Background: an optimization exercise with open tools, aiming at small area, a short achievable clock period and few clock cycles per item. Do not read the settings as production practice.
At most, simulation tests tie the RTL to the original design; equivalence was not proved.
No activity file was given, so power comes from the tool's default toggle rates. No driver is modelled on the clock port, so clocking that relies on it looks cheaper here than on a real chip.

==> flow/design.v <==
module ofdm_frame_sched #(
    parameter int DW   = 8,
    parameter int NFFT = 128
) (
    input  logic          clk,
    input  logic          reset,
    input  logic          sym_valid,
    output logic          sym_ready,
    input  logic [DW-1:0] sym_i,
    input  logic [DW-1:0] sym_q,
    input  logic          sink_ready,
    output logic          sink_valid,
    output logic          sink_sop,
    output logic          sink_eop,
    output logic [DW-1:0] sink_real,
    output logic [DW-1:0] sink_imag,
    output logic          frame_done
);
    localparam int H  = NFFT / 2;
    localparam int AW = $clog2(H);
    localparam int KW = $clog2(NFFT);
    localparam logic [DW-1:0] MIN_VAL = {1'b1, {(DW-1){1'b0}}};
    localparam logic [DW-1:0] MAX_VAL = {1'b0, {(DW-1){1'b1}}};
    logic [2*DW-1:0] ring [H];
    logic [2*DW-1:0] din;
    assign din = {sym_i, sym_q};
    logic [AW-1:0] wpos;      
    logic [AW-1:0] wr_j;      
    logic          wf;        
    logic [KW-1:0] rd_k;      
    logic          rf;        
    logic [AW-1:0] rpos;      
    logic          ahead;
    logic          accept;
    logic          avail;
    logic          r_valid, r_load, o_load, r_tap;
    assign ahead  = wf ^ rf;
    assign accept = sym_valid && sym_ready;
    assign avail  = ahead || (rd_k[AW-1:0] != wr_j);
    assign r_tap  = (rpos[2:0] == 3'd0);
    assign o_load = r_valid && (!sink_valid || sink_ready);
    assign r_load = (!r_valid || o_load) && (avail ? r_tap : accept);
    always_ff @(posedge clk) begin
        ring[0] <= ring[H-1];
        for (int p = 1; p < H; p++) begin
            if (p < 8 && p[0] && accept && wpos == AW'(p)) ring[p] <= din;
            else                                          ring[p] <= ring[p-1];
        end
    end
    logic [AW-1:0] wpos_n, wr_j_n, rpos_n;
    logic [KW-1:0] rd_k_n;
    logic          wf_n, rf_n, ahead_n;
    always_comb begin
        wr_j_n = accept ? wr_j + 1'b1 : wr_j;
        wf_n   = (accept && wr_j == AW'(H - 1)) ? ~wf : wf;
        if (accept) wpos_n = (wr_j[1:0] == 2'd3) ? wpos - AW'(6) : wpos + AW'(2);
        else        wpos_n = wpos + 1'b1;
        rd_k_n = r_load ? rd_k + 1'b1 : rd_k;
        rf_n   = (r_load && rd_k == KW'(NFFT - 1)) ? ~rf : rf;
        if (!r_load)              rpos_n = rpos + 1'b1;
        else if (!rd_k[KW-1])     rpos_n = (rd_k[1:0] == 2'd3) ? rpos - AW'(6) : rpos + AW'(2);
        else                      rpos_n = (rd_k[1:0] == 2'd0) ? rpos + AW'(8) : rpos;
        ahead_n = wf_n ^ rf_n;
    end
    always_ff @(posedge clk) begin
        if (reset) begin
            wpos      <= AW'(1);
            wr_j      <= '0;
            wf        <= 1'b0;
            rd_k      <= '0;
            rf        <= 1'b0;
            rpos      <= '0;
            r_valid   <= 1'b0;
            sym_ready <= 1'b1;
        end else begin
            wpos      <= wpos_n;
            wr_j      <= wr_j_n;
            wf        <= wf_n;
            rd_k      <= rd_k_n;
            rf        <= rf_n;
            rpos      <= rpos_n;
            r_valid   <= r_load || (r_valid && !o_load);
            sym_ready <= (wpos_n[AW-1:3] == '0) && wpos_n[0] &&
                         (!ahead_n || (wr_j_n == '0 && rd_k_n[KW-1] && rd_k_n[KW-2:0] != '0));
        end
    end
    logic [2*DW-1:0] r_data;
    logic            r_sop, r_mid, r_neg, r_eop;
    logic [2*DW-1:0] tap [H/8];
    always_comb for (int e = 0; e < H/8; e++) tap[e] = ring[8*e];
    always_ff @(posedge clk) begin
        if (r_load) begin
            r_data <= avail ? tap[rpos[AW-1:3]] : din;
            r_sop  <= (rd_k == '0);
            r_mid  <= (rd_k == KW'(H));
            r_neg  <= rd_k[KW-1] && (rd_k[KW-2:0] != '0);
            r_eop  <= (rd_k == KW'(NFFT - 1));
        end
    end
    logic [DW-1:0] ri, rq, re_n, im_n;
    assign ri = r_data[2*DW-1:DW];
    assign rq = r_data[DW-1:0];
    always_comb begin
        re_n = ri;
        im_n = rq;
        if (r_sop) begin
            im_n = '0;
        end else if (r_mid) begin
            re_n = rq;
            im_n = '0;
        end else if (r_neg) begin
            im_n = (rq == MIN_VAL) ? MAX_VAL : -rq;
        end
    end
    always_ff @(posedge clk) begin
        if (reset) begin
            sink_valid <= 1'b0;
        end else begin
            sink_valid <= o_load || (sink_valid && !sink_ready);
        end
    end
    always_ff @(posedge clk) begin
        if (o_load) begin
            sink_sop  <= r_sop;
            sink_eop  <= r_eop;
            sink_real <= re_n;
            sink_imag <= im_n;
        end
    end
    assign frame_done = sink_valid && sink_ready && sink_eop;
endmodule
Settings: LEC_CHECK=0, CAP_MARGIN=20, CORE_MARGIN=2, CORE_UTILIZATION=50, CTS_BUF_LIST=sky130_fd_sc_hd__clkbuf_16, CTS_CLUSTER_DIAMETER=60, CTS_CLUSTER_SIZE=30, PLACE_DENSITY=0.65, SETUP_SLACK_MARGIN=3.65, SLEW_MARGIN=20; clock period 6.5 ns.
standard.sh (not shown) runs the stock make flow with config.mk's settings and CLKGATE_MAP_FILE= SYNTH_SCRIPT=/design/flow/synth_recipe.tcl, a recipe that flattens the netlist after the stock synthesis.
==> flow/flow/run.sh <==
#!/bin/bash
set -euo pipefail
export BUFFER_PORTS_ARGS="-buffer_cell sky130_fd_sc_hd__buf_2"
export CTS_ARGS="-sink_clustering_enable -repair_clock_nets -buf_list sky130_fd_sc_hd__clkbuf_16 -sink_clustering_size 40 -sink_clustering_max_diameter 40 -dont_use_dummy_load"
bash standard.sh > standard_flow.log 2>&1
Testbench counts at the start, summed over its fixed seeds: cycles 16,400, frames 128.
Next try:
==> flow/flow/run.sh (replaced) <==
#!/bin/bash
set -euo pipefail
export BUFFER_PORTS_ARGS="-buffer_cell sky130_fd_sc_hd__buf_2"
export CTS_ARGS="-sink_clustering_enable -repair_clock_nets -buf_list sky130_fd_sc_hd__clkbuf_16 -sink_clustering_size 36 -sink_clustering_max_diameter 60 -dont_use_dummy_load"
bash standard.sh > standard_flow.log 2>&1
- CORE_UTILIZATION: 50 -> 70
- PLACE_DENSITY: 0.65 -> 0.85
Routed wire length went up by 8.1%.
Flip-flop and latch count does not change.
Sequential power grows by about 0.5%.
Next try:
==> flow/flow/run.sh (replaced) <==
#!/bin/bash
set -euo pipefail
export BUFFER_PORTS_ARGS="-buffer_cell sky130_fd_sc_hd__buf_2"
export CTS_ARGS="-sink_clustering_enable -repair_clock_nets -buf_list sky130_fd_sc_hd__clkbuf_16 -sink_clustering_size 30 -sink_clustering_max_diameter 60 -dont_use_dummy_load"
bash standard.sh > standard_flow.log 2>&1
- CORE_UTILIZATION: 70 -> 50
- PLACE_DENSITY: 0.85 -> 0.65
- final area came out higher by 1.6%
- sequential power came out lower by about 0.7%
- total power came out higher by 0.73%
- global-route usage came out lower by 8.2 points
- synthesized cell count does not change
- clock power came out higher by about 6%
- clock skew came out lower by 13 ps
- utilization came out lower by 21 points
- non-clock buffer count is unchanged


RTL: the design.v shown in full above, as it stands there.
Settings: LEC_CHECK=0, CAP_MARGIN=20, CORE_MARGIN=2, CORE_UTILIZATION=50, CTS_BUF_LIST=sky130_fd_sc_hd__clkbuf_16, CTS_CLUSTER_DIAMETER=60, CTS_CLUSTER_SIZE=30, PLACE_DENSITY=0.65, SETUP_SLACK_MARGIN=3.4, SLEW_MARGIN=20; clock period 6.5 ns.
run.sh (not shown) runs the stock make flow with config.mk's settings and CLKGATE_MAP_FILE= SYNTH_SCRIPT=/design/flow/synth_recipe.tcl, a recipe that flattens the netlist after the stock synthesis.
Stock flow here: none of the scripts above is used.
Testbench counts at the start, summed over its fixed seeds: cycles 16,400, frames 128.
Next try:
==> flow/flow/run.sh (new file) <==
#!/bin/bash
set -euo pipefail
export BUFFER_PORTS_ARGS="-buffer_cell sky130_fd_sc_hd__buf_2"
export CTS_ARGS="-sink_clustering_enable -repair_clock_nets -buf_list sky130_fd_sc_hd__clkbuf_16 -sink_clustering_size 30 -sink_clustering_max_diameter 60 -dont_use_dummy_load"
bash standard.sh > standard_flow.log 2>&1
==> flow/standard.sh (new file) <==
#!/bin/bash
# synth_recipe.tcl (not shown) runs the flow's synth.tcl, then flattens the netlist and writes it again
# the make line also repeats each setting of config.mk as NAME=value (left out here)
make -C /OpenROAD-flow-scripts/flow DESIGN_CONFIG=/design/flow/config.mk WORK_HOME=/design/flow/orfs CLKGATE_MAP_FILE= SYNTH_SCRIPT=/design/flow/synth_recipe.tcl "${@:-finish}"
--- a/flow/config.mk
+++ b/flow/config.mk
@@ -9,3 +9,3 @@
 export CORE_MARGIN = 2
-export CORE_UTILIZATION = 50
+export CORE_UTILIZATION = 70
 export CTS_BUF_LIST = sky130_fd_sc_hd__clkbuf_16
@@ -13,4 +13,4 @@
 export CTS_CLUSTER_SIZE = 30
-export PLACE_DENSITY = 0.65
-export SETUP_SLACK_MARGIN = 3.4
+export PLACE_DENSITY = 0.85
+export SETUP_SLACK_MARGIN = 3.65
 export SLEW_MARGIN = 20
removed: flow/run.sh
Clock-buffer cell count shrinks by 7; first-iteration DRC count rises by 20%; final area falls by 3.2%; utilization increases by 20 points; worst setup slack gains 0.054 ns; synthesized cell count is unchanged; clock power falls by 15%.
Next try:
==> flow/run.sh (new file) <==
#!/bin/bash
# synth_recipe.tcl (not shown) runs the flow's synth.tcl, then flattens the netlist and writes it again
# the make line also repeats each setting of config.mk as NAME=value (left out here)
make -C /OpenROAD-flow-scripts/flow DESIGN_CONFIG=/design/flow/config.mk WORK_HOME=/design/flow/orfs CLKGATE_MAP_FILE= SYNTH_SCRIPT=/design/flow/synth_recipe.tcl finish
--- a/flow/config.mk
+++ b/flow/config.mk
@@ -9,3 +9,3 @@
 export CORE_MARGIN = 2
-export CORE_UTILIZATION = 70
+export CORE_UTILIZATION = 50
 export CTS_BUF_LIST = sky130_fd_sc_hd__clkbuf_16
@@ -13,3 +13,3 @@
 export CTS_CLUSTER_SIZE = 30
-export PLACE_DENSITY = 0.85
+export PLACE_DENSITY = 0.65
 export SETUP_SLACK_MARGIN = 3.65
removed: flow/flow/run.sh
removed: flow/standard.sh
Sequential cell count is unchanged.
Via count drops by a few percent.
Die area climbs by well over a third.


ofdm_frame_sched, a different RTL version from the one above (not shown whole).
Size: about 1100 flip-flops, ~41 I/O pins, about 0.028 mm^2 of cells after synthesis.
## ofdm_frame_sched
module ofdm_frame_sched #(
    parameter int DW   = 8,
    parameter int NFFT = 128
) (
    input  logic          clk,
    input  logic          reset,
    input  logic          sym_valid,
    output logic          sym_ready,
    input  logic [DW-1:0] sym_i,
    input  logic [DW-1:0] sym_q,
    input  logic          sink_ready,
    output logic          sink_valid,
    output logic          sink_sop,
    output logic          sink_eop,
    output logic [DW-1:0] sink_real,
    output logic [DW-1:0] sink_imag,
    output logic          frame_done
);
    localparam int H  = NFFT / 2;
    localparam int AW = $clog2(H);
    localparam int KW = $clog2(NFFT);
    localparam logic [DW-1:0] MIN_VAL = {1'b1, {(DW-1){1'b0}}};
    localparam logic [DW-1:0] MAX_VAL = {1'b0, {(DW-1){1'b1}}};
    logic [2*DW-1:0] ring [H];
    logic [AW-1:0] wmis;      
    logic [AW-1:0] wr_j;      
    logic          wf;        
    logic          rf;        
    logic [KW-1:0] rd_k;      
    logic          ahead;
    logic          accept;
    assign ahead  = wf ^ rf;
    assign accept = sym_valid && sym_ready;
    always_ff @(posedge clk) begin
        ring[0] <= accept ? {sym_i, sym_q} : ring[H-1];
        for (int p = 1; p < H; p++) ring[p] <= ring[p-1];
    end
    logic [AW-1:0] wmis_n, wr_j_n;
    logic          wf_n, ahead_n;
    always_comb begin
        wmis_n = accept ? '0 : wmis + 1'b1;
        wr_j_n = accept ? wr_j + 1'b1 : wr_j;
        wf_n   = (accept && wr_j == AW'(H - 1)) ? ~wf : wf;
        ahead_n = wf_n ^ rf_n;
    end
  ...
Settings: LEC_CHECK=0, CAP_MARGIN=20, CORE_MARGIN=2, CORE_UTILIZATION=50, CTS_BUF_LIST=sky130_fd_sc_hd__clkbuf_16, CTS_CLUSTER_DIAMETER=45, CTS_CLUSTER_SIZE=24, PLACE_DENSITY=0.65, SETUP_SLACK_MARGIN=3.4, SLEW_MARGIN=20; clock period 6.5 ns.
Stock flow here: none of the scripts above is used.
The first run finished with timing, DRC and antenna clean.
Then changed:
CTS_CLUSTER_DIAMETER = 60   (was 45)
CTS_CLUSTER_SIZE = 30   (was 24)
=> Clock skew goes up by 0.022 ns. Clock power goes down by about 30%. Routed wire length goes down by 2.5%.
No functional check of the RTL was part of any run of this note.


v12:
Another version of the RTL of ofdm_frame_sched (not shown whole).
Size in the first run: ~41 I/O pins.
Settings: LEC_CHECK=0, CAP_MARGIN=20, CORE_MARGIN=2, CORE_UTILIZATION=50, CTS_BUF_LIST=sky130_fd_sc_hd__clkbuf_16, CTS_CLUSTER_DIAMETER=60, CTS_CLUSTER_SIZE=30, PLACE_DENSITY=0.65, SETUP_SLACK_MARGIN=3.55, SLEW_MARGIN=20; clock period 6.5 ns.
standard.sh (not shown) runs the stock make flow with config.mk's settings and CLKGATE_MAP_FILE= SYNTH_SCRIPT=/design/flow/synth_recipe.tcl, a recipe that flattens the netlist after the stock synthesis.
==> flow/flow/run.sh <==
#!/bin/bash
set -euo pipefail
export BUFFER_PORTS_ARGS="-buffer_cell sky130_fd_sc_hd__buf_2"
export CTS_ARGS="-sink_clustering_enable -repair_clock_nets -buf_list sky130_fd_sc_hd__clkbuf_16 -sink_clustering_size 30 -sink_clustering_max_diameter 60 -dont_use_dummy_load"
bash standard.sh > standard_flow.log 2>&1
Testbench counts of v12, summed over its fixed seeds: cycles 16,392, frames 128.
What v24 does differently from v12 at the input level:
Settings: changing SETUP_SLACK_MARGIN from 3.55 to 3.65; changing PLACE_DENSITY from 0.65 to 0.85; changing CORE_UTILIZATION from 50 to 70.
[summary]
Compared with v12, in v24 net switching power figure higher; routed via count divided by cell count higher; number of clock buffer instances in the layout lower.
Relative to v12, share of the core filled with cells has gone up in v24.
Max wire length of the first global-routing pass across v12 and v24: v24
v24 vs v12, number of cells in the design after placement went down by 214.
The global-route total usage across every layer of v24 exceeds that of v12 by 8.8 points.
Modified inputs, v54 compared to v24
Settings: swapping 0.85 for 0.65 in PLACE_DENSITY; swapping 70 for 50 in CORE_UTILIZATION.
==> flow/flow/run.sh <==
#!/bin/bash
set -euo pipefail
export BUFFER_PORTS_ARGS="-buffer_cell sky130_fd_sc_hd__buf_2"
export CTS_ARGS="-sink_clustering_enable -repair_clock_nets -buf_list sky130_fd_sc_hd__clkbuf_16 -sink_clustering_size 32 -sink_clustering_max_diameter 80 -dont_use_dummy_load"
bash standard.sh > standard_flow.log 2>&1
Findings:
- Wire length of v54 falls short of that of v24 by more than 10%.
- Of v24 and v54, the lower global-route total usage across every layer belongs to v54.
- v54 has part of the power in combinational logic below what v24 had.
- Relative to v24, share of power burned in registers has increased by 1.3 points in v54.
- When v54 is measured against v24, its global-route track usage on met2 turns out 18 points lower.
- Non-clock buffering overhead in the final layout of v54 is on par with v24.
- Die area ended up 39% higher on v54 than on v24.
- v54 improves on v24 in final worst slack.
The inputs of v2 differ from those of v54 as listed below.
==> flow/flow/run.sh <==
#!/bin/bash
set -euo pipefail
export BUFFER_PORTS_ARGS="-buffer_cell sky130_fd_sc_hd__buf_2"
export CTS_ARGS="-sink_clustering_enable -repair_clock_nets -buf_list sky130_fd_sc_hd__clkbuf_16 -sink_clustering_size 30 -sink_clustering_max_diameter 60 -dont_use_dummy_load"
bash standard.sh > standard_flow.log 2>&1
Results
Compared with v54, v2 shows a higher layout overhead on the synthesized area.
From v54 to v2, number of tap cells added at floorplan did not move at all.
On sequential power, v54 and v2 are neck and neck.
On v2: first-iteration DRC count is 54 lower than what v54 gave.


## run A
ofdm_frame_sched, a different RTL version from the one above (not shown whole).
Size in the first run: about 1100 flip-flops, ~25000 um2 of cells after synthesis.
clock: 6.5 ns
lec_check: 0
cap_margin: 20
core_margin: 2
core_utilization: 50
cts_buf_list: sky130_fd_sc_hd__clkbuf_16
cts_cluster_diameter: 60
cts_cluster_size: 30
place_density: 0.65
setup_slack_margin: 3.65
slew_margin: 20
run.sh (not shown) runs the stock make flow with config.mk's settings and CLKGATE_MAP_FILE= SYNTH_SCRIPT=/design/flow/synth_recipe.tcl, a recipe that flattens the netlist after the stock synthesis.
Stock flow here: none of the scripts above is used.
Run A ended with every stage complete and zero timing, DRC or antenna violations.
Testbench counts of run A, summed over its fixed seeds: cycles 16,392, frames 128.
### run A -> run B
# run A
export LEC_CHECK = 0
export CAP_MARGIN = 20
export CORE_MARGIN = 2
export CORE_UTILIZATION = 50
export CTS_BUF_LIST = sky130_fd_sc_hd__clkbuf_16
export CTS_CLUSTER_DIAMETER = 60
export CTS_CLUSTER_SIZE = 30
export PLACE_DENSITY = 0.65
export SETUP_SLACK_MARGIN = 3.65
export SLEW_MARGIN = 20
create_clock -name core_clock -period 6.5 [get_ports {clk}]
# run B
export LEC_CHECK = 0
export CAP_MARGIN = 20
export CORE_MARGIN = 2
export CORE_UTILIZATION = 60
export CTS_BUF_LIST = sky130_fd_sc_hd__clkbuf_16
export CTS_CLUSTER_DIAMETER = 60
export CTS_CLUSTER_SIZE = 30
export PLACE_DENSITY = 0.75
export SETUP_SLACK_MARGIN = 3.65
export SLEW_MARGIN = 20
create_clock -name core_clock -period 6.5 [get_ports {clk}]
==> flow/flow/run.sh (new file) <==
#!/bin/bash
set -euo pipefail
export BUFFER_PORTS_ARGS="-buffer_cell sky130_fd_sc_hd__buf_2"
export CTS_ARGS="-sink_clustering_enable -repair_clock_nets -buf_list sky130_fd_sc_hd__clkbuf_16 -sink_clustering_size 32 -sink_clustering_max_diameter 80 -dont_use_dummy_load"
bash standard.sh > standard_flow.log 2>&1
==> flow/standard.sh (new file) <==
#!/bin/bash
# synth_recipe.tcl (not shown) runs the flow's synth.tcl, then flattens the netlist and writes it again
# the make line also repeats each setting of config.mk as NAME=value (left out here)
make -C /OpenROAD-flow-scripts/flow DESIGN_CONFIG=/design/flow/config.mk WORK_HOME=/design/flow/orfs CLKGATE_MAP_FILE= SYNTH_SCRIPT=/design/flow/synth_recipe.tcl "${@:-finish}"
removed: flow/run.sh
## What came out
- Maximum number of pins on one net before global-route repair went up by a few percent going from run A to run B.
- Density: run B denser than run A
- On area taken by flip-flops and latches, run B and run A are basically level.
## Diff of input files: run C against run B
# run B
export LEC_CHECK = 0
export CAP_MARGIN = 20
export CORE_MARGIN = 2
export CORE_UTILIZATION = 60
export CTS_BUF_LIST = sky130_fd_sc_hd__clkbuf_16
export CTS_CLUSTER_DIAMETER = 60
export CTS_CLUSTER_SIZE = 30
export PLACE_DENSITY = 0.75
export SETUP_SLACK_MARGIN = 3.65
export SLEW_MARGIN = 20
create_clock -name core_clock -period 6.5 [get_ports {clk}]
# run C
export LEC_CHECK = 0
export CAP_MARGIN = 20
export CORE_MARGIN = 2
export CORE_UTILIZATION = 50
export CTS_BUF_LIST = sky130_fd_sc_hd__clkbuf_16
export CTS_CLUSTER_DIAMETER = 60
export CTS_CLUSTER_SIZE = 30
export PLACE_DENSITY = 0.65
export SETUP_SLACK_MARGIN = 3.6
export SLEW_MARGIN = 20
create_clock -name core_clock -period 6.5 [get_ports {clk}]
==> run summary <==
In terms of setup slack, run B and run C differ only marginally.
Diff run B -> run C | register fraction of the total cell area | decrease of 0.36 points
On portion of the layout cell area used by clock cells, run B and run C are neck and neck.
From run B to run C the numbers moved as follows: total wire length dropped 1.8%, instance area after placement rose 150 um2, initial standard-cell utilization of the core shows a reduction of 9.9 points.
Summary of run C over run B: clock share of power comparable; die area rose 20%; share of the core filled with cells in the final layout now smaller.
Relative to run C, the following input files were edited for run D:
# run C
export LEC_CHECK = 0
export CAP_MARGIN = 20
export CORE_MARGIN = 2
export CORE_UTILIZATION = 50
export CTS_BUF_LIST = sky130_fd_sc_hd__clkbuf_16
export CTS_CLUSTER_DIAMETER = 60
export CTS_CLUSTER_SIZE = 30
export PLACE_DENSITY = 0.65
export SETUP_SLACK_MARGIN = 3.6
export SLEW_MARGIN = 20
create_clock -name core_clock -period 6.5 [get_ports {clk}]
# run D
export LEC_CHECK = 0
export CAP_MARGIN = 20
export CORE_MARGIN = 2
export CORE_UTILIZATION = 50
export CTS_BUF_LIST = sky130_fd_sc_hd__clkbuf_16
export CTS_CLUSTER_DIAMETER = 60
export CTS_CLUSTER_SIZE = 30
export PLACE_DENSITY = 0.65
export SETUP_SLACK_MARGIN = 3.65
export SLEW_MARGIN = 20
create_clock -name core_clock -period 6.5 [get_ports {clk}]
Results
- On run D: final setup skew is 0.0083 ns lower than what run C gave.
- Run D vs. run C: pre-CTS setup slack level; final instance area shows no meaningful change; post-layout net count grew by 7; detailed-route wire length per cell rose by about 0.35%.
- Between run D and run C, the sequential power figures differ only marginally.
- Run D: fraction of power consumed by combinational cells is 0.3 points higher than what run C reported.
- Of run D and run C, the higher layout overhead on the synthesized area belongs to run D.
- Run C → run D: first-pass GRT wire length rose by about 2.3%, clock network latency to the later pin of the worst-skew pair rose by 0.02 ns, number of flip-flops and latches stayed essentially flat.
Changes in run E relative to run D:
==> flow/flow/run.sh <==
#!/bin/bash
set -euo pipefail
export BUFFER_PORTS_ARGS="-buffer_cell sky130_fd_sc_hd__buf_2"
export CTS_ARGS="-sink_clustering_enable -repair_clock_nets -buf_list sky130_fd_sc_hd__clkbuf_16 -sink_clustering_size 32 -sink_clustering_max_diameter 100 -dont_use_dummy_load"
bash standard.sh > standard_flow.log 2>&1
Notes after the runs:
Run E -> run D: share of synthesized cell area in full adder, half adder and majority cells delta 0, exact match
Detailed route wirelength on metal3, run D and run E, lower one = run D.
Looking at run D and run E, the shortest clock period the worst path allows after layout is a wash.

[what the ideal ports hide]
The flow's constraints put no driver on any port. The routed layouts listed below were extracted and timed again, unchanged, in two steps.
Step 1, drivers: a clkbuf_16 drives clk and a buf_2 each remaining input, both assumed.
Step 2 moves the port delays by t, midway between the first and last clock arrival at a register: inputs arrive t later, outputs are due t later. That takes back most of the time a late clock gives input paths.
a / b / c = ideal / step 1 / step 2; a / b = the first two.
run | t, ns | setup WS [ns] | hold WS [ns] | latest minus earliest clock arrival (ns) | worst data-port slew with drivers (ns)
the first run of note 1 | 0.670 | 3.557 / 3.523 / 3.139 | 0.249 / 0.249 / 0.249 | 0.100 / 0.100 | 0.08
the second run of note 1 | 0.620 | 3.547 / 3.511 / 3.245 | 0.274 / 0.274 / 0.274 | 0.086 / 0.086 | 0.09
the third run of note 1 | 0.633 | 3.559 / 3.525 / 3.311 | 0.253 / 0.253 / 0.253 | 0.073 / 0.073 | 0.09
the first run of note 2 | 0.657 | 3.493 / 3.467 / 2.925 | 0.298 / 0.298 / 0.298 | 0.032 / 0.032 | 0.08
the second run of note 2 | 0.633 | 3.547 / 3.511 / 3.228 | 0.286 / 0.286 / 0.286 | 0.062 / 0.062 | 0.10
the third run of note 2 | 0.667 | 3.562 / 3.527 / 2.984 | 0.323 / 0.323 / 0.323 | 0.025 / 0.025 | 0.07
the first run of note 3 | 0.685 | 3.531 / 3.507 / 2.935 | 0.306 / 0.306 / 0.306 | 0.025 / 0.026 | 0.05
the second run of note 3 | 0.656 | 3.531 / 3.507 / 2.961 | 0.298 / 0.298 / 0.298 | 0.048 / 0.048 | 0.05
v12 | 0.641 | 3.428 / 3.462 / 2.822 | 0.277 / 0.277 / 0.277 | 0.055 / 0.055 | 0.10
v24 | 0.603 | 3.517 / 3.489 / 2.949 | 0.275 / 0.275 / 0.275 | 0.079 / 0.079 | 0.11
v54 | 0.629 | 3.548 / 3.513 / 3.212 | 0.291 / 0.291 / 0.291 | 0.075 / 0.075 | 0.10
v2 | 0.631 | 3.554 / 3.519 / 3.216 | 0.286 / 0.286 / 0.286 | 0.105 / 0.105 | 0.10
run A | 0.662 | 3.541 / 3.508 / 2.965 | 0.320 / 0.320 / 0.320 | 0.028 / 0.028 | 0.09
run B | 0.631 | 3.561 / 3.530 / 2.985 | 0.307 / 0.307 / 0.307 | 0.045 / 0.045 | 0.09
run C | 0.617 | 3.558 / 3.526 / 2.997 | 0.271 / 0.271 / 0.271 | 0.079 / 0.080 | 0.08
run D | 0.619 | 3.562 / 3.528 / 3.043 | 0.293 / 0.293 / 0.293 | 0.060 / 0.059 | 0.09
run E | 0.639 | 3.562 / 3.528 / 3.030 | 0.325 / 0.325 / 0.325 | 0.023 / 0.023 | 0.08
After both steps every run listed still meets setup and hold. The setup slack of v12, which loses most, moves by +0.034 ns with the drivers and by -0.606 ns with both steps.
